From an optimization exercise on the open Yosys and OpenROAD flow, aimed at small area, a short achievable clock period and few clock cycles per item; shortcuts taken in it are not production practice.
Function was checked by simulation only, so behaviour that the tests miss may differ from the original.

$ cat design.v
`timescale 1ns / 1ps
`default_nettype none
package nsr_pkg;
   localparam int TOL_WIDTH   = 16;
   localparam int CAP_WIDTH   = 7;
   localparam int CSR_WIDTH   = 16;
   localparam int INDEX_WIDTH = 1;
   typedef logic [INDEX_WIDTH-1:0] csr_index_type;
   localparam csr_index_type CSR_TOLERANCE     = 1'b0;
   localparam csr_index_type CSR_ITERATION_CAP = 1'b1;
   localparam logic [TOL_WIDTH-1:0] TOLERANCE_RESET     = 16'd7;
   localparam logic [CAP_WIDTH-1:0] ITERATION_CAP_RESET = 7'd32;
endpackage
`default_nettype wire
`timescale 1ns / 1ps
`default_nettype none
module nsr_divider #(
   parameter int VALUE_WIDTH = 32
) (
   input  wire logic [VALUE_WIDTH-1:0] rem_in,
   input  wire logic [1:0]             num_bits,    
   input  wire logic [VALUE_WIDTH-1:0] divisor,
   input  wire logic [VALUE_WIDTH+1:0] divisor3,    
   input  wire logic                   use_triple,
   output logic      [VALUE_WIDTH-1:0] rem_out,
   output logic      [1:0]             quot_bits    
);
   localparam int VW = VALUE_WIDTH;
   logic [VW+1:0] x;
   logic [VW+2:0] d1, d2, d3;
   logic          ge1, ge2, ge3;
   always_comb begin
      x   = {rem_in, num_bits};
      d1  = {1'b0, x} - {3'b000, divisor};
      d2  = {1'b0, x} - {2'b00, divisor, 1'b0};
      d3  = {1'b0, x} - {1'b0, divisor3};
      ge1 = !d1[VW+2];
      ge2 = !d2[VW+2];
      ge3 = !d3[VW+2] && use_triple;
      if (ge3) begin
         quot_bits = 2'd3;
         rem_out   = d3[VW-1:0];
      end else if (ge2) begin
         quot_bits = 2'd2;
         rem_out   = d2[VW-1:0];
      end else if (ge1) begin
         quot_bits = 2'd1;
         rem_out   = d1[VW-1:0];
      end else begin
         quot_bits = 2'd0;
         rem_out   = x[VW-1:0];
      end
   end
endmodule
`default_nettype wire
`timescale 1ns / 1ps
`default_nettype none
module newton_square_root #(
   parameter int FRACTION_BITS = 16,
   parameter int VALUE_WIDTH   = 32,
   parameter int SKIP          = 8
) (
   input  wire logic                          clock,
   input  wire logic                          reset,
   input  wire logic                          csr_write_enable,
   input  wire nsr_pkg::csr_index_type        csr_index,
   input  wire logic [nsr_pkg::CSR_WIDTH-1:0] csr_write_data,
   input  wire logic                          req_valid,
   output logic                               req_stall,
   input  wire logic [VALUE_WIDTH-1:0]        req_radicand,
   output logic                               rsp_valid,
   input  wire logic                          rsp_stall,
   output logic [VALUE_WIDTH-1:0]             rsp_root,
   output logic [nsr_pkg::CAP_WIDTH-1:0]      rsp_rounds_used,
   output logic                               rsp_cap_reached
);
   localparam int CW = nsr_pkg::CAP_WIDTH;
   localparam int TW = nsr_pkg::TOL_WIDTH;
   localparam int FW = FRACTION_BITS;
   localparam int VW = VALUE_WIDTH;
   localparam int STEPS = 2;
   localparam int DIV_BITS   = ((25 + STEPS - 1) / STEPS) * STEPS;
   localparam int POS_W      = $clog2(DIV_BITS + 1);
   localparam logic [VW-1:0] ONE_FIXED = VW'(1) << FW;
   typedef enum logic [1:0] {
      PH_IDLE = 2'd0,
      PH_DIV  = 2'd1,
      PH_UPD  = 2'd2,
      PH_DONE = 2'd3
   } phase_type;
   phase_type           phase_ff, phase_in;
   logic                pend_ff, pend_in;         
   logic [TW-1:0]       tolerance_ff, tolerance_in;
   logic [CW-1:0]       cap_ff, cap_in;
   logic [VW-1:0]       rad_ff, rad_in;
   logic [VW-1:0]       guess_ff, guess_in;
   logic [VW+1:0]       triple_ff;                
   logic [VW-1:0]       rem_ff, rem_in;
   logic [VW-1:0]       nq_ff, nq_in;             
   logic                ovf_ff, ovf_in;           
   logic [POS_W-1:0]    pos_ff, pos_in;           
   logic [CW-1:0]       rounds_ff, rounds_in;
   logic                over_ff, over_in;
   logic [VW-1:0]       rem_step;
   logic [STEPS-1:0]    quot_bits;
   logic                skip;
   logic [VW-1:0]       quot;
   logic [VW:0]         sum;
   logic                err_over;
   logic [CW-1:0]       rounds_next;
   logic [CW-1:0]       cap_eff;
   nsr_divider #(
      .VALUE_WIDTH (VW)
   ) u_divider (
      .rem_in     (rem_ff),
      .num_bits   (nq_ff[DIV_BITS-1 -: STEPS]),
      .divisor    (guess_ff),
      .divisor3   (triple_ff),
      .use_triple (pos_ff != '0),
      .rem_out    (rem_step),
      .quot_bits  (quot_bits)
   );
   generate
      if (SKIP > STEPS) begin : g_skip
         logic [VW-1:0] above;
         logic [VW-1:0] hit;
         always_comb begin
            for (int i = 0; i < VW; i++) begin
               above[i] = (i == VW - 1) ? 1'b1 : !(|(guess_ff >> (i + 1)));
            end
            for (int i = 0; i < VW; i++) begin
               hit[i] = rem_ff[i] && ((i + SKIP >= VW) ? 1'b1 : above[(i + SKIP) % VW]);
            end
            skip = !(|hit) && !above[SKIP-1] && (pos_ff <= POS_W'(DIV_BITS - SKIP));
         end
      end else begin : g_noskip
         assign skip = 1'b0;
      end
   endgenerate
   assign quot     = nq_ff;
   assign sum      = {1'b0, quot} + {1'b0, guess_ff};
   always_comb begin
      logic [VW+1:0] a_x, a_y, a_z, b_x, b_y, b_z;
      logic [VW+1:0] a_s, a_c, b_s, b_c;
      logic [VW+1:0] a_sum, b_sum;
      a_x = {2'b00, guess_ff};
      a_y = ~{2'b00, quot};
      a_z = {~{{(VW+1-TW){1'b0}}, tolerance_ff}, 1'b0};
      b_x = {2'b00, quot};
      b_y = ~{2'b00, guess_ff};
      b_z = {~{{(VW+1-TW){1'b0}}, tolerance_ff}, 1'b1};
      a_s = a_x ^ a_y ^ a_z;
      a_c = (a_x & a_y) | (a_x & a_z) | (a_y & a_z);
      b_s = b_x ^ b_y ^ b_z;
      b_c = (b_x & b_y) | (b_x & b_z) | (b_y & b_z);
      a_sum = a_s + {a_c[VW:0], 1'b1};
      b_sum = b_s + {b_c[VW:0], 1'b1};
      err_over = !a_sum[VW+1] || !b_sum[VW+1];
   end
   assign rounds_next = rounds_ff + 1'b1;
   assign cap_eff  = (cap_ff == '0) ? CW'(1) : cap_ff;
   assign req_stall = !((phase_ff == PH_IDLE) || (phase_ff == PH_DONE && !pend_ff));
   always_comb begin
      tolerance_in = tolerance_ff;
      cap_in       = cap_ff;
      if (csr_write_enable) begin
         if (csr_index == nsr_pkg::CSR_TOLERANCE) tolerance_in = csr_write_data;
         else                                     cap_in = csr_write_data[CW-1:0];
      end
   end
   always_comb begin
      phase_in  = phase_ff;
      pend_in   = pend_ff;
      rad_in    = rad_ff;
      guess_in  = guess_ff;
      nq_in     = nq_ff;
      ovf_in    = ovf_ff;
      rounds_in = rounds_ff;
      over_in   = over_ff;
      if (skip) begin
         rem_in = VW'({rem_ff, nq_ff[DIV_BITS-1 -: (SKIP > 0 ? SKIP : 1)]});
         pos_in = pos_ff + POS_W'(SKIP);
      end else begin
         rem_in = rem_step;
         pos_in = pos_ff + POS_W'(STEPS);
      end
      unique case (phase_ff)
         PH_IDLE: begin
            if (req_valid) begin
               rad_in    = req_radicand;
               nq_in     = req_radicand;
               guess_in  = ONE_FIXED;
               ovf_in    = 1'b0;
               rounds_in = '0;
               phase_in  = PH_UPD;
            end
         end
         PH_DIV: begin
            if (ovf_ff)    nq_in = '1;
            else if (skip) nq_in = nq_ff << SKIP;
            else           nq_in = {nq_ff[VW-STEPS-1:0], quot_bits};
            if (pos_in == POS_W'(DIV_BITS)) phase_in = PH_UPD;
         end
         PH_UPD: begin
            guess_in  = sum[VW:1];
            rounds_in = rounds_next;
            over_in   = err_over;
            rem_in    = VW'(rad_ff >> (DIV_BITS - FW));
            nq_in     = VW'({rad_ff[DIV_BITS-FW-1:0], {FW{1'b0}}});
            pos_in    = '0;
            ovf_in    = (quot == '0) && (guess_ff[VW-1:1] == '0);
            if (err_over && rounds_next < cap_eff) phase_in = PH_DIV;
            else                                   phase_in = PH_DONE;
         end
         PH_DONE: begin
            if (!pend_ff && req_valid) begin
               rad_in  = req_radicand;
               nq_in   = req_radicand;
               pend_in = 1'b1;
            end
            if (!rsp_stall) begin
               if (pend_ff || req_valid) begin
                  guess_in  = ONE_FIXED;
                  ovf_in    = 1'b0;
                  rounds_in = '0;
                  phase_in  = PH_UPD;
               end else begin
                  phase_in  = PH_IDLE;
               end
               pend_in = 1'b0;
            end
         end
         default: phase_in = PH_IDLE;
      endcase
   end
   always_ff @(posedge clock) begin
      rad_ff    <= rad_in;
      guess_ff  <= guess_in;
      triple_ff <= {2'b00, guess_ff} + {1'b0, guess_ff, 1'b0};
      rem_ff    <= rem_in;
      nq_ff     <= nq_in;
      ovf_ff    <= ovf_in;
      pos_ff    <= pos_in;
      rounds_ff <= rounds_in;
      over_ff   <= over_in;
      if (reset) begin
         phase_ff     <= PH_IDLE;
         pend_ff      <= 1'b0;
         tolerance_ff <= nsr_pkg::TOLERANCE_RESET;
         cap_ff       <= nsr_pkg::ITERATION_CAP_RESET;
      end else begin
         phase_ff     <= phase_in;
         pend_ff      <= pend_in;
         tolerance_ff <= tolerance_in;
         cap_ff       <= cap_in;
      end
   end
   assign rsp_valid       = (phase_ff == PH_DONE);
   assign rsp_root        = guess_ff;
   assign rsp_rounds_used = rounds_ff;
   assign rsp_cap_reached = over_ff;
endmodule
`default_nettype wire
$ cat run.sh
#!/bin/bash
# synth_recipe.tcl (not shown) runs the flow's synth.tcl, then flattens the netlist and writes it again
# the make line also repeats each setting of config.mk as NAME=value (left out here)
make -C /OpenROAD-flow-scripts/flow DESIGN_CONFIG=/design/flow/config.mk WORK_HOME=/design/flow/orfs CLKGATE_MAP_FILE= SYNTH_SCRIPT=/design/flow/synth_recipe.tcl finish
$ cat config.mk
export PLATFORM = sky130hd
export DESIGN_NAME = newton_square_root
export DESIGN_NICKNAME = newton_square_root
export VERILOG_FILES = /design/flow/design.v
export SDC_FILE = /design/flow/constraint.sdc
export NUM_CORES = 4
export LEC_CHECK = 0
export CAP_MARGIN = 20
export CORE_MARGIN = 2
export CORE_UTILIZATION = 40
export SETUP_SLACK_MARGIN = 4.0
export SLEW_MARGIN = 20
$ cat constraint.sdc
create_clock -name core_clock -period 7.5 [get_ports {clock}]
set_input_delay 1.5000 -clock core_clock [delete_from_list [all_inputs] [get_ports {clock}]]
set_output_delay 1.5000 -clock core_clock [all_outputs]
set_load 0.01 [all_outputs]
==> run summary, run 1 <==
Hold Buf Count CTS 0; CTS tree yes; CTS H-tree lvls 1; fillers 4,876; CP startpoint kind register; Avg Vias per Cell 5.904; Total GRT Usage 27.89%; CTS Buffer Depth 3; die height 230.8 microns; crit-path cells clkinvlp_4 -> buf_4 -> ha_1 -> nand3_1 -> a211oi_2 -> o21ai_2 -> o211ai_1 -> buf_4 -> a31oi_2 -> o31a_1 -> mux2i_1 -> a21oi_1 -> nor2_1 -> a221o_1; CTS Root Cell clkbuf_16; Post-Synth Simple-Gate Area 15.88%; crit path time final 3.447 ns; synth warn 2; total grt overflow 0; DR WL/cell 23.16 microns; Synth Area in Compound Gates 23.85%; register area share after synthesis 24.66%; antenna cell count 0; dominant cells by area after synthesis ha_1, edfxtp_1, dfxtp_1; Fin. Hold Viols 0; clock sink count 201; Cell variety after synth 104; GP Congestion 1.016; status complete, no violations; largest family of logic cells by synthesized area compound AO/OA/AOI/OAI gates; Slew Viols, Final 0; Primary FF master, synth edfxtp_1; clk_skew 0.01473 ns; Max-Cap Viols 0; Tcrit/Tclk final 45.96%; Seq cells post-synth 201; clock-pin slew on the worst setup and hold paths 0.06 ns; Post-Syn Area per Cell 8.471 sq um; DR DRC count 0; final count of negative-setup-slack endpoints 0; full die area 53,290 sq um; final hold slack 0.4537 ns; Worst Hold Class register to register; initial DRC count 1,750; post-synth top area share 19.39%; Core Area 51,090 sq um; CP most frequent cell buf_4; critical path arrival 3.89 ns; Area Growth Syn to Fin 21.36%; multiplexer share of the synthesized area 1.033%; ANT nets after route 0; Crit. End Element register; post-synthesis adder-cell area fraction 22.99%; Syn Nets 2,840; clock latency (worst-skew pair) 0.57 ns; setup TNS 0 ns; largest net degree at the start of global routing 60; Synth Instances 2,430; Starting Density 40.29%; via count 19.66k; 1st-pass router iterations 5; mapped cell area 20,580 sq um; Synth async-reset ratio 0%; relative slew slack 27.49%; Rows 83; Boundary Pins 96; first-pass GRT wire length 114,200 microns; CP Class register to register; Max FO, Critical Path 7; area leader, netlist ha_1; Detailed Place HPWL 57,570 microns; XOR/XNOR share of the synthesized area 5.404%; CTS Buf Count 25; f_max 290.1 MHz; number of nets in the layout 3,040; number of global-route vias before repair 19.20k; layout cells sized above 1 14.16%; Post-synth EDFFs 105; die width 230.8 microns; initial antenna violation count 0; WL final 77,090 microns; CP max-delay cell edfxtp_1; port bufs 95; worst slew pin tran 1.084 ns; RSZ-0062 raised after global routing true; Max stage delay on crit path 0.47 ns; worst path required time 7.95 ns
what timing repair did:
action                                  CTS  global route
resized for setup                        95           109
pin swaps                                26            47
cloned                                    4             0
buffers inserted                         82            54
endpoints found under the setup margin  122            58
metrics by stage:
stage	area, sq um	setup slack (ns)	std cells	utilization, %
after global routing	24980	3.918	3329	48.89
after CTS	24060	3.979	3275	47.09
after floorplan	20610	4.115	2430	-
after detailed placement	22180	3.198	3143	43.41
after global placement	22170	3.106	3143	43.40
final	24980	4.053	3329	48.89
cells in the final DEF, fill, tap and decap left out, types with 10 or more instances in the layout:
cell / count
nor4_1: 10
o211ai_1: 38
a21oi_1: 208
nor3_1: 34
dfxtp_1: 92
clkdlybuf4s50_1: 94
and2_1: 27
o21ai_0: 124
a21o_1: 75
nand2_1: 148
nand4_1: 19
clkinvlp_4: 15
mux2i_1: 13
xor2_1: 45
buf_4: 139
a211oi_1: 26
edfxtp_1: 105
o21bai_1: 12
a211o_1: 10
nor2b_1: 29
ha_2: 12
nand3_1: 49
inv_1: 219
a31oi_1: 21
or2_2: 10
and3_1: 26
xnor2_1: 82
o21ai_1: 18
or3_1: 21
nor2_1: 186
o22ai_1: 13
o21a_1: 37
clkbuf_16: 27
nand2b_1: 39
fa_1: 35
ha_1: 299
synth_stat cells, types with 13 or more instances:
library cell and instances:
ha_1 319, inv_1 246, a21oi_1 220, nor2_1 190, nand2_1 152, o21ai_0 140
edfxtp_1 105, dfxtp_1 96, xnor2_1 82, a21o_1 75, nand3_1 50, clkbuf_1 49
xor2_1 45, nand2b_1 41, o211ai_1 38, fa_1 37, nor3_1 37, o21a_1 37
a211oi_1 35, nor2b_1 31, and2_1 27, a31oi_1 26, and3_1 26, or3_1 22
nand4_1 19, buf_2 15, mux2i_1 13, o21ai_1 13, o22ai_1 13, o31ai_1 13
cells by family after synthesis:
group,count (synthesis)
buf+inv,321
flops,201
mux,20
compound gates,744
fa+ha+maj,356
xor+xnor,127
simple gates,661
metal layers:
layer / vias to the layer above / track usage (%) / routed length, microns
met5: - / 0 / 0
met4: 0 / 11.81 / 3878
met3: 192 / 3.310 / 5965
met2: 885 / 46.40 / 34940
met1: 9469 / 36.50 / 32300
li1: 9109 / - / -
flip-flops by register name, summed over array words and instances (netlist names):
name / count
cap_ff: 7
guess_ff: 32
nq_ff: 32
over_ff: 1
ovf_ff: 1
pend_ff: 1
phase_ff: 2
pos_ff: 4
rad_ff: 32
rem_ff: 32
rounds_ff: 7
tolerance_ff: 16
triple_ff: 34
path summary, 6_finish.rpt:
path | start | cells after the start | slack [ns] | endpoint
max | guess_ff[15]$_SDFFCE_PP0P_ | 14 | 4.05 | rem_ff[29]$_SDFF_PP0_
min | tolerance_ff[10]$_SDFFE_PP0P_ | 2 | 0.45 | tolerance_ff[10]$_SDFFE_PP0P_
max reg2reg | guess_ff[15]$_SDFFCE_PP0P_ | 14 | 4.05 | rem_ff[29]$_SDFF_PP0_
min reg2reg | tolerance_ff[10]$_SDFFE_PP0P_ | 2 | 0.45 | tolerance_ff[10]$_SDFFE_PP0P_
cell type report:
type                            count  area (sq um)  share of cell area, %
Multi-Input combinational cell   1911         15080                  60.37
Sequential cell                   201          5080                  20.34
Timing Repair Buffer              245          2168                  8.680
Inverter                          246         987.2                  3.952
Tap cell                          680         850.8                  3.406
Clock buffer                       36         739.5                  2.960
Clock inverter                     10         73.82                 0.2955
worst max-delay path: cells and delay by family (launching register included):
family,cells,cell delay (ns)
fa+ha+maj,1,0.41
mux,1,0.14
simple gates,2,0.28
flops,1,0.47
buf+inv,3,0.48
compound gates,7,1.53
Testbench counts, summed over its fixed seeds: cycles 61,143, roots 512.
==> run 2, diff against run 1 <==
--- a/design.v
+++ b/design.v
@@ -60,3 +60,4 @@
    parameter int VALUE_WIDTH   = 32,
-   parameter int SKIP          = 8
+   parameter int SKIP          = 8,
+   parameter int SKIP_SMALL    = 4
 ) (
@@ -105,3 +106,2 @@
    logic [STEPS-1:0]    quot_bits;
-   logic                skip;
    logic [VW-1:0]       quot;
@@ -122,19 +122,22 @@
    );
-   generate
-      if (SKIP > STEPS) begin : g_skip
-         logic [VW-1:0] above;
-         logic [VW-1:0] hit;
-         always_comb begin
-            for (int i = 0; i < VW; i++) begin
-               above[i] = (i == VW - 1) ? 1'b1 : !(|(guess_ff >> (i + 1)));
-            end
-            for (int i = 0; i < VW; i++) begin
-               hit[i] = rem_ff[i] && ((i + SKIP >= VW) ? 1'b1 : above[(i + SKIP) % VW]);
-            end
-            skip = !(|hit) && !above[SKIP-1] && (pos_ff <= POS_W'(DIV_BITS - SKIP));
-         end
-      end else begin : g_noskip
-         assign skip = 1'b0;
-      end
-   endgenerate
+   logic [VW-1:0] above;
+   logic          skip_big, skip_small;
+   function automatic logic zeros_ahead(input logic [VW-1:0] rem,
+                                        input logic [VW-1:0] abv, input int j);
+      logic hit;
+      hit = 1'b0;
+      for (int i = 0; i < VW; i++) begin
+         hit = hit | (rem[i] && ((i + j >= VW) ? 1'b1 : abv[(i + j) % VW]));
+      end
+      zeros_ahead = !hit && !abv[j-1];
+   endfunction
+   always_comb begin
+      for (int i = 0; i < VW; i++) begin
+         above[i] = (i == VW - 1) ? 1'b1 : !(|(guess_ff >> (i + 1)));
+      end
+      skip_big   = zeros_ahead(rem_ff, above, SKIP) &&
+                   (pos_ff <= POS_W'(DIV_BITS - SKIP));
+      skip_small = zeros_ahead(rem_ff, above, SKIP_SMALL) &&
+                   (pos_ff <= POS_W'(DIV_BITS - SKIP_SMALL));
+   end
    assign quot     = nq_ff;
@@ -179,5 +182,8 @@
       over_in   = over_ff;
-      if (skip) begin
-         rem_in = VW'({rem_ff, nq_ff[DIV_BITS-1 -: (SKIP > 0 ? SKIP : 1)]});
+      if (skip_big) begin
+         rem_in = VW'({rem_ff, nq_ff[DIV_BITS-1 -: SKIP]});
          pos_in = pos_ff + POS_W'(SKIP);
+      end else if (skip_small) begin
+         rem_in = VW'({rem_ff, nq_ff[DIV_BITS-1 -: SKIP_SMALL]});
+         pos_in = pos_ff + POS_W'(SKIP_SMALL);
       end else begin
@@ -199,3 +205,4 @@
             if (ovf_ff)    nq_in = '1;
-            else if (skip) nq_in = nq_ff << SKIP;
+            else if (skip_big)   nq_in = nq_ff << SKIP;
+            else if (skip_small) nq_in = nq_ff << SKIP_SMALL;
             else           nq_in = {nq_ff[VW-STEPS-1:0], quot_bits};
--- a/config.mk
+++ b/config.mk
@@ -7,2 +7,3 @@
 export LEC_CHECK = 0
+export ABC_AREA = 1
 export CAP_MARGIN = 20
==> run summary, run 2 <==
status complete, no violations; Most Crowded Layer GR met2; area leader, netlist ha_1; clock-pin slew on the worst setup and hold paths 0.06 ns (about the same); CTS H-tree lvls 1 (unchanged); Total GRT Usage 33.43% (+5.5 points); commonest non-fill, non-tap cells in the layout nand2_1, inv_1, ha_1; full die area 55,840 sq um (+4.8%); number of global-route vias before repair 21.81k (+14%); Synth async-reset ratio 0% (unchanged); Slew Viols, Final 0 (unchanged); GP Congestion 0.9867 (-2.9%); dominant cells by area after synthesis ha_1, edfxtp_1, dfxtp_1; Syn Nets 3,368 (+19%); CTS tree yes; final count of negative-setup-slack endpoints 0 (unchanged); largest net degree at the start of global routing 42 (-30%); relative slew slack 27.67% (+0.18 points); CTS Buffer Depth 3 (unchanged); Seq cells post-synth 201 (unchanged); worst r2r src rem_ff[16]$_DFF_P_; cell with the most instances after synthesis nand2_1; met2 GRT Util 55.14% (+8.7 points); register area share after synthesis 23.51% (-1.1 points); initial DRC count 2,261 (+29%); port bufs 95 (unchanged); largest family of logic cells by synthesized area simple AND/OR/NAND/NOR gates; Post-Syn Area per Cell 7.305 sq um (-14%); antenna cell count 0 (unchanged); Synth Area in Compound Gates 19.40% (-4.5 points); Tcrit/Tclk final 46.06% (+0.095 points); post-synth top area share 18.66% (-0.73 points); most common cell after layout, fill and taps aside nand2_1; die height 236.3 microns (+2.4%); CP max-delay cell dfxtp_1; Final Util 47.96% (-0.94 points); CTS Root Cell clkbuf_16; CP startpoint kind register; met1 Track Usage GR 44.60% (+8.1 points); synth warn 2 (unchanged); Worst Setup SP rem_ff[16]$_DFF_P_; Starting Density 40.27% (about the same); die width 236.3 microns (+2.4%); ANT nets after route 0 (unchanged); Hold Buf Count CTS 0 (unchanged); 1st-pass router iterations 9 (+4); Rows 85 (+2.4%); WL final 97,250 microns (+26%); Primary FF master, synth edfxtp_1; Post-Synth Simple-Gate Area 22.27% (+6.4 points); crit path time final 3.454 ns (+0.007120 ns); XOR/XNOR share of the synthesized area 4.342% (-1.1 points); mapped cell area 21,590 sq um (+4.9%); Post-synth EDFFs 105 (unchanged); worst path required time 7.97 ns (+0.02 ns); CP most frequent cell a21oi_1; critical path arrival 3.93 ns (+0.04 ns); CP Class register to register; max FFs per register 34 (unchanged); crit-path cells ha_1 -> a21oi_2 -> o21ai_1 -> a21oi_1 -> nand3_1 -> nand2_1 -> a21oi_1 -> nand3b_1 -> o211ai_1 -> nand3_1 -> nand2_1 -> a21oi_1; Max-Cap Viols 0 (unchanged); Synth Instances 2,955 (+22%); Crit. End Element register; Fin. Hold Viols 0 (unchanged); total grt overflow 0 (unchanged); layout cells sized above 1 10.96% (-3.2 points); CTS Buf Count 27 (+8.0%); Boundary Pins 96 (unchanged); post-synthesis adder-cell area fraction 22.10% (-0.89 points); Max FO, Critical Path 8 (+1); number of nets in the layout 3,568 (+17%); Core Area 53,600 sq um (+4.9%); Cell variety after synth 65 (-38%); clock sink count 201 (unchanged); Max stage delay on crit path 0.69 ns (+0.22 ns); met3 Resource Use GR 4.529% (+1.2 points); Largest Register triple_ff; f_max 289.5 MHz (-0.21%); RSZ-0062 raised after global routing true; Multi-input gate area 15,030 sq um (-0.32%); Avg Vias per Cell 5.819 (-1.4%); worst slew pin tran 1.082 ns (-0.001942 ns); Worst Hold Class register to register; setup TNS 0 ns (unchanged); Detailed Place HPWL 75,530 microns (+31%); DR WL/cell 25.12 microns (+8.5%); HP Start cap_ff[1]$_SDFFE_PP0P_; clk_skew 0.02127 ns (+0.006542 ns); fillers 5,428 (+11%); initial antenna violation count 0 (unchanged); multiplexer share of the synthesized area 0% (-1.0 points); DR DRC count 0 (unchanged); Reg area 5091 sq um (+0.22%); Area Growth Syn to Fin 19.08%; clock latency (worst-skew pair) 0.60 ns (+0.03 ns); Commonest cells post-synth nand2_1, inv_1, ha_1; via count 22.53k (+15%); first-pass GRT wire length 139,700 microns (+22%)
-- run 2: repair_timing --
| action | CTS | global route |
|---|---|---|
| buffers inserted | 60 | 54 |
| gates cloned | 4 | 3 |
| resized for setup | 72 | 83 |
| endpoints found under the hold margin | 0 | 0 |
| pin swaps | 5 | 11 |
| endpoints found under the setup margin | 88 | 81 |
-- run 2: worst max-delay path: cells and delay by family, from the launching register on --
kind	cells	cell delay, ns
simple gates	5	1.02
compound gates	6	1.23
fa+ha+maj	1	0.41
flops	1	0.69
-- run 2: path summary, 6_finish.rpt --
path / to / slack, ns / depth (start not counted)
max: rem_ff[27]$_SDFF_PP0_ / 4.05 / 12
min: cap_ff[1]$_SDFFE_PP0P_ / 0.48 / 2
max reg2reg: rem_ff[27]$_SDFF_PP0_ / 4.05 / 12
min reg2reg: cap_ff[1]$_SDFFE_PP0P_ / 0.48 / 2
-- run 2: cell type report --
| class | instances | area share (%) |
|---|---|---|
| multi-input cells | 2294 | 58.48 |
| clock inverters | 21 | 1.183 |
| flip-flops and latches | 201 | 19.81 |
| repair inverters | 2 | 0.05841 |
| clock buffers | 29 | 2.658 |
| repair buffers | 227 | 8.114 |
| inverters | 402 | 6.313 |
| well taps | 696 | 3.388 |
-- run 2: cell families (layout without fill, tap and decap cells) --
group	Yosys count	in the layout
AO/OA/AOI/OAI	729	729
XOR/XNOR	107	107
adder cells (fa/ha/maj)	359	359
buffers and inverters	462	681
flip-flops	201	201
AND/OR/NAND/NOR	1097	1099
-- run 2: routing by layer --
| metal | up-vias | routed length, microns |
|---|---|---|
| met5 | - | 0 |
| met4 | 0 | 4210 |
| met3 | 204 | 7648 |
| met2 | 1028 | 44660 |
| met1 | 10810 | 40730 |
| li1 | 10490 | - |
-- run 2: through the flow --
stage,setup WS [ns],hold WS (ns),cell area [sq um],instances
6_report,4.046,0.4813,25700,3872
3_5_place_dp,3.113,0.4630,23250,3700
5_1_grt,3.950,0.5046,25700,3872
4_1_cts,3.969,0.4802,24990,3814
3_3_place_gp,3.066,0.4676,23250,3700
2_1_floorplan,4.073,0.4190,21600,2955
Testbench counts of run 2, summed over its fixed seeds: cycles 57,823, roots 512.
==> run 3, diff against run 2 <==
--- a/config.mk
+++ b/config.mk
@@ -11,2 +11,3 @@
 export CORE_UTILIZATION = 40
+export PLACE_DENSITY = 0.75
 export SETUP_SLACK_MARGIN = 4.0
==> run summary, run 3 <==
Synth Instances 2,955 (unchanged); Crit. End Element register; total grt overflow 0 (unchanged); Total GRT Usage 28.11% (-5.3 points); initial antenna violation count 0 (unchanged); clock sink count 201 (unchanged); via count 22.59k (+0.24%); Boundary Pins 96 (unchanged); post-synth top area share 18.66% (unchanged); WL final 83,570 microns (-14%); CTS Root Cell clkbuf_16; initial DRC count 2,462 (+8.9%); commonest non-fill, non-tap cells in the layout nand2_1, inv_1, a21oi_1, ha_1, nor2_1; clk_skew 0.02318 ns (+0.001914 ns); cell with the most instances after synthesis nand2_1; crit path time final 3.483 ns (+0.02810 ns); clock-pin slew on the worst setup and hold paths 0.07 ns (about the same); number of global-route vias before repair 20.76k (-4.8%); worst path required time 7.96 ns (about the same); Seq cells post-synth 201 (unchanged); mapped cell area 21,590 sq um (unchanged); die width 236.3 microns (unchanged); final hold slack 0.4867 ns (+0.005393 ns); critical path arrival 3.94 ns (about the same); Starting Density 40.27% (unchanged); Core Area 53,600 sq um (unchanged); RSZ-0062 raised after global routing true; 1st-pass router iterations 7 (-2); Primary FF master, synth edfxtp_1; GP Congestion 1.055 (+6.9%); most common cell after layout, fill and taps aside nand2_1; Max FO, Critical Path 6 (-2); Max stage delay on crit path 0.52 ns (-0.17 ns); status complete, no violations; Placed Instance Area 23,230 sq um (about the same); CTS Buf Count 24 (-11%); Commonest cells post-synth nand2_1, inv_1, ha_1; Post-Syn Area per Cell 7.305 sq um (unchanged); Cell variety after synth 65 (unchanged); crit-path cells clkinvlp_4 -> ha_2 -> nand2_1 -> nor4_2 -> a21oi_1 -> o21bai_2 -> nand3_1 -> nand3_1 -> nand2_1 -> nor2_1 -> o21ai_0 -> a21oi_1 -> nand2_1 -> nand2_1 -> inv_1; final instance area 25,240 sq um (-1.8%); Largest Register triple_ff; register area share after synthesis 23.51% (unchanged); Syn Nets 3,368 (unchanged); largest net degree at the start of global routing 41 (-2.4%); clock latency (worst-skew pair) 0.56 ns (-0.04 ns); first-pass GRT wire length 121,600 microns (-13%); final count of negative-setup-slack endpoints 0 (unchanged); R2R setup slack 4.02 ns (-0.03 ns); Synth async-reset ratio 0% (unchanged); area leader, netlist ha_1; Tcrit/Tclk final 46.43% (+0.37 points); Rows 85 (unchanged); Detailed Place HPWL 64,950 microns (-14%); ANT nets after route 0 (unchanged); CP startpoint kind register; CP most frequent cell nand2_1; DR WL/cell 21.78 microns (-13%); Avg Vias per Cell 5.885 (+1.1%); CTS H-tree lvls 1 (unchanged); CTS Buffer Depth 3 (unchanged); max FFs per register 34 (unchanged); CTS tree yes; Post-synth EDFFs 105 (unchanged); relative slew slack 26.89% (-0.78 points); full die area 55,840 sq um (unchanged); f_max 287.2 MHz (-0.81%); Area Growth Syn to Fin 16.94%; antenna cell count 0 (unchanged); Fin. Hold Viols 0 (unchanged); Hold Buf Count CTS 0 (unchanged); worst slew pin tran 1.095 ns (+0.01303 ns); CP max-delay cell edfxtp_1; port bufs 95 (unchanged); Final Non-Filler Cells 3,838 (-0.88%); Multi-input gate area 15,030 sq um (about the same); synth warn 2 (unchanged); Worst Hold Class register to register; CP Class register to register; setup TNS 0 ns (unchanged); placed cells 3,697 (-0.081%); layout cells sized above 1 9.198% (-1.8 points); Reg area 5077 sq um (-0.27%); Max-Cap Viols 0 (unchanged); dominant cells by area after synthesis ha_1, edfxtp_1, dfxtp_1; Slew Viols, Final 0 (unchanged); number of nets in the layout 3,537 (-0.87%); die height 236.3 microns (unchanged); fillers 5,279 (-2.7%); DR DRC count 0 (unchanged)
## run 3: cell counts after synthesis
No cell type changed its count.
## run 3: worst paths after layout
kind | from | endpoint | depth (start not counted)
min | cap_ff[2]$_SDFFE_PP0P_ | cap_ff[2]$_SDFFE_PP0P_ | 2
min reg2reg | cap_ff[2]$_SDFFE_PP0P_ | cap_ff[2]$_SDFFE_PP0P_ | 2
max | guess_ff[10]$_SDFFCE_PP0P_ | rem_ff[31]$_SDFF_PP0_ | 15
max reg2reg | guess_ff[10]$_SDFFCE_PP0P_ | rem_ff[31]$_SDFF_PP0_ | 15
## run 3: through the flow
stage	setup WS, ns	utilization (%)
after floorplan	4.073	-
after global placement	3.330	43.34
after detailed placement	3.352	43.34
after CTS	3.899	45.38
after global routing	3.819	47.09
final	4.018	47.09
## run 3: final cells by class
type                            count  area share, %
Timing Repair Buffer              200          7.197
Inverter                          402          6.270
Sequential cell                   201          20.11
Multi-Input combinational cell   2294          59.53
Timing Repair inverter              1        0.02974
Clock buffer                       30          2.716
Clock inverter                     14         0.6939
Tap cell                          696          3.450
## run 3: worst max-delay path, delay by kind of cell (launching register included)
family / cells / cell delay [ns]
AO/OA/AOI/OAI: 4 / 0.80
adder cells (fa/ha/maj): 1 / 0.49
buffers and inverters: 2 / 0.41
flip-flops: 1 / 0.52
AND/OR/NAND/NOR: 8 / 1.14
## run 3: cell families (layout without fill, tap and decap cells)
kind of cell | count (synthesis) | in the layout | share of synthesized area, %
AOI/OAI and AO/OA | 729 | 729 | 19.40
xor gates and xnor gates | 107 | 107 | 4.342
adders and majority gates | 359 | 359 | 22.10
buffers and inverters | 462 | 647 | 8.382
DFF | 201 | 201 | 23.51
and+or+nand+nor | 1097 | 1099 | 22.27
## run 3: routing by layer
metal / track usage, % / vias up / part of all wire (%)
li1: - / 10440 / -
met1: 35.98 / 10410 / 39
met2: 46.14 / 1446 / 45
met3: 4.997 / 294 / 11
met4: 12.73 / 0 / 5.7
met5: 0 / - / 0
## run 3: repair_timing
action | in CTS | in global routing
resized for setup | 38 | 82
cloned | 2 | 3
pin swaps | 3 | 17
endpoints found under the setup margin | 87 | 104
setup buffers | 14 | 78
==> run 4, diff against run 3 <==
--- a/config.mk
+++ b/config.mk
@@ -10,4 +10,3 @@
 export CORE_MARGIN = 2
-export CORE_UTILIZATION = 40
-export PLACE_DENSITY = 0.75
+export CORE_UTILIZATION = 50
 export SETUP_SLACK_MARGIN = 4.0
==> run summary, run 4 <==
initial DRC count 2,999 (+22%); CTS Buffer Depth 3 (unchanged); worst slack, placed 3.217 ns (-0.1345 ns); port bufs 95 (unchanged); relative slew slack 23.97% (-2.9 points); 1st-pass router iterations 9 (+2); Synth async-reset ratio 0% (unchanged); f_max 291.3 MHz (+1.5%); Avg Vias per Cell 6.182 (+5.1%); Syn Nets 3,368 (unchanged); CP most frequent cell a21oi_1; placed cells 3,587 (-3.0%); worst slew pin tran 1.139 ns (+0.04384 ns); Max-Cap Viols 0 (unchanged); DR WL/cell 24.59 microns (+13%); layout cells sized above 1 9.492% (+0.29 points); Max stage delay on crit path 0.42 ns (-0.10 ns); Cell variety after synth 65 (unchanged); first-pass GRT wire length 132,900 microns (+9.3%); clock latency (worst-skew pair) 0.58 ns (+0.02 ns); met1 Track Usage GR 50.08% (+14 points); Post-synth EDFFs 105 (unchanged); Fin. Hold Viols 0 (unchanged); clk_skew 0.02420 ns (+0.001018 ns); Core Area 42,890 sq um (-20%); Area Growth Syn to Fin 15.99%; final count of negative-setup-slack endpoints 0 (unchanged); Boundary Pins 96 (unchanged); die height 211.8 microns (-10%); number of nets in the layout 3,524 (-0.37%); Synth Instances 2,955 (unchanged); CP startpoint kind register; DR DRC count 0 (unchanged); Crit. End Element register; final instance area 25,040 sq um (-0.82%); Primary FF master, synth edfxtp_1; worst path required time 8.01 ns (+0.05 ns); met2 GRT Util 64.46% (+18 points); Post-Syn Area per Cell 7.305 sq um (unchanged); mapped cell area 21,590 sq um (unchanged); final hold slack 0.4852 ns (-0.001493 ns); HP Start cap_ff[2]$_SDFFE_PP0P_; Placed Instance Area 23,100 sq um (-0.58%); Worst Hold Class register to register; Total GRT Usage 39.61% (+12 points); CTS H-tree lvls 1 (unchanged); met3 Resource Use GR 7.862% (+2.9 points); CTS tree yes; Starting Density 50.33% (+10 points); status complete, no violations; Detailed Place HPWL 70,950 microns (+9.2%); worst r2r src guess_ff[1]$_SDFFCE_PP0P_; commonest non-fill, non-tap cells in the layout nand2_1, inv_1, ha_1; crit-path cells clkinvlp_4 -> buf_4 -> ha_1 -> nand3_1 -> nand2_1 -> a21oi_1 -> o21ai_1 -> a21oi_1 -> o21ai_1 -> a21oi_1 -> o21ai_1 -> nand2_1 -> nand2_1 -> a21oi_1 -> xnor2_1; CTS Buf Count 24 (unchanged); area leader, netlist ha_1; cell with the most instances after synthesis nand2_1; Final Non-Filler Cells 3,714 (-3.2%); RR Endpoint triple_ff[26]$_DFF_P_; Max FO, Critical Path 5 (-1); Hold Buf Count CTS 0 (unchanged); post-synth top area share 18.66% (unchanged); CP max-delay cell edfxtp_1; most common cell after layout, fill and taps aside nand2_1; ANT nets after route 0 (unchanged); clock sink count 201 (unchanged); fin worst setup slack 4.068 ns (+0.05010 ns); Worst Hold End cap_ff[2]$_SDFFE_PP0P_; dominant cells by area after synthesis ha_1, edfxtp_1, dfxtp_1; Slew Viols, Final 0 (unchanged); die width 211.8 microns (-10%); register area share after synthesis 23.51% (unchanged); Rows 76 (-11%); number of global-route vias before repair 22.11k (+6.5%); Most Crowded Layer GR met2; RSZ-0062 raised after global routing true; crit path time final 3.432 ns (-0.05010 ns); full die area 44,850 sq um (-20%); clock-pin slew on the worst setup and hold paths 0.07 ns (about the same); setup TNS 0 ns (unchanged); WL final 91,320 microns (+9.3%); via count 22.96k (+1.7%); CTS Root Cell clkbuf_16; Largest Register triple_ff; Tcrit/Tclk final 45.77% (-0.67 points); R2R setup slack 4.07 ns (+0.05 ns); worst r2r path cells 15 (unchanged); GP Congestion 1.023 (-3.0%); fillers 3,983 (-25%); largest net degree at the start of global routing 41 (unchanged); antenna cell count 0 (unchanged); max FFs per register 34 (unchanged); hold depth 2 (unchanged); Seq cells post-synth 201 (unchanged); critical path arrival 3.94 ns (about the same); CP Class register to register; total grt overflow 0 (unchanged); Commonest cells post-synth nand2_1, inv_1, ha_1; initial antenna violation count 1 (+1); synth warn 2 (unchanged)
## run 4: cell count changes in the layout (fill, tap and decap cells not counted), moves of 3 or more
cell | before | now
o21ai_2 | 7 | 10
clkbuf_8 | 2 | 5
clkinvlp_4 | 17 | 23
dfxtp_2 | 2 | 10
o21ai_1 | 43 | 37
buf_4 | 97 | 82
inv_2 | 16 | 19
dfxtp_1 | 94 | 86
o21ai_0 | 165 | 168
inv_1 | 368 | 360
clkbuf_16 | 28 | 25
## run 4: critical path, delay by kind of cell (launching register included)
family,cells,cell delay (ns)
AO/OA/AOI/OAI,7,1.79
XOR/XNOR,1,0.15
adder cells (fa/ha/maj),1,0.28
buffers and inverters,2,0.39
flip-flops,1,0.42
AND/OR/NAND/NOR,4,0.33
## run 4: kinds of logic (layout without fill, tap and decap cells)
kind of cell | after synthesis | after routing | share of synthesized area, %
xor+xnor | 107 | 107 | 4.342
simple gates | 1097 | 1100 | 22.27
compound gates | 729 | 729 | 19.40
buf+inv | 462 | 633 | 8.382
fa+ha+maj | 359 | 359 | 22.10
flops | 201 | 201 | 23.51
## run 4: worst max-delay path by stage
| stage | to | cells past startpoint | start |
|---|---|---|---|
| 3_5_place_dp | nq_ff[27]$_DFFE_PP_ | 16 | guess_ff[31]$_SDFFCE_PP0P_ |
| 3_3_place_gp | nq_ff[27]$_DFFE_PP_ | 16 | guess_ff[31]$_SDFFCE_PP0P_ |
| 5_1_grt | rem_ff[29]$_SDFF_PP0_ | 17 | nq_ff[25]$_DFFE_PP_ |
| 2_1_floorplan | nq_ff[0]$_DFFE_PP_ | 4 | req_valid |
| 6_report | triple_ff[26]$_DFF_P_ | 15 | guess_ff[1]$_SDFFCE_PP0P_ |
| 4_1_cts | nq_ff[27]$_DFFE_PP_ | 18 | guess_ff[29]$_SDFFCE_PP0P_ |
## run 4: area by class of cell
class,count,area (sq um),area share (%)
multi-input cells,2295,15050,60.11
flip-flops and latches,201,5087,20.32
repair buffers,186,1727,6.897
inverters,402,1612,6.437
well taps,585,732.0,2.924
clock buffers,31,698.2,2.789
clock inverters,13,125.1,0.4998
repair inverters,1,7.507,0.02999
## run 4: per-layer routing
metal | share of wire [%] | up-vias
met5 | 0.013 | -
met2 | 45 | 1418
li1 | - | 10420
met3 | 11 | 328
met4 | 5.7 | 2
met1 | 38 | 10790
## run 4: metrics by stage
step | utilization (%)
2_1_floorplan | -
3_3_place_gp | 53.85
3_5_place_dp | 53.85
4_1_cts | 57.26
5_1_grt | 58.38
6_report | 58.38
## run 4: what timing repair did
action	CTS	global route
buffers inserted	45	33
cloned	3	2
gates resized for setup	78	68
pin swaps	3	8
endpoints found under the setup margin	85	69

[static timing again, ports no longer ideal]
In the flow no input, the clock included, has a driving cell. The finished layouts below were timed again as built, in two steps. Step 1 assumes that a clkbuf_16 drives the clock port and a buf_2 every other input. Step 2 moves the port delays by t, midway between the first and last clock arrival at a register: inputs arrive t later, outputs are due t later. That takes back most of the time a late clock gives input paths. a / b / c = no drivers / after step 1 / after step 2; a / b = the first two.
run	t (ns)	setup WS [ns]	worst data-port slew with drivers (ns)	cell pins on the clock port's net
run 1	0.619	4.053 / 4.053 / 3.649	0.04	1
run 2	0.657	4.046 / 3.999 / 3.849	0.04	1
run 3	0.603	4.017 / 4.017 / 4.011	0.05	1
run 4	0.627	4.068 / 4.059 / 3.518	0.06	1
After both steps setup and hold are still met in every run listed. The setup slack of run 4, which loses most, moves by -0.009 ns with the drivers and by -0.550 ns with both steps.
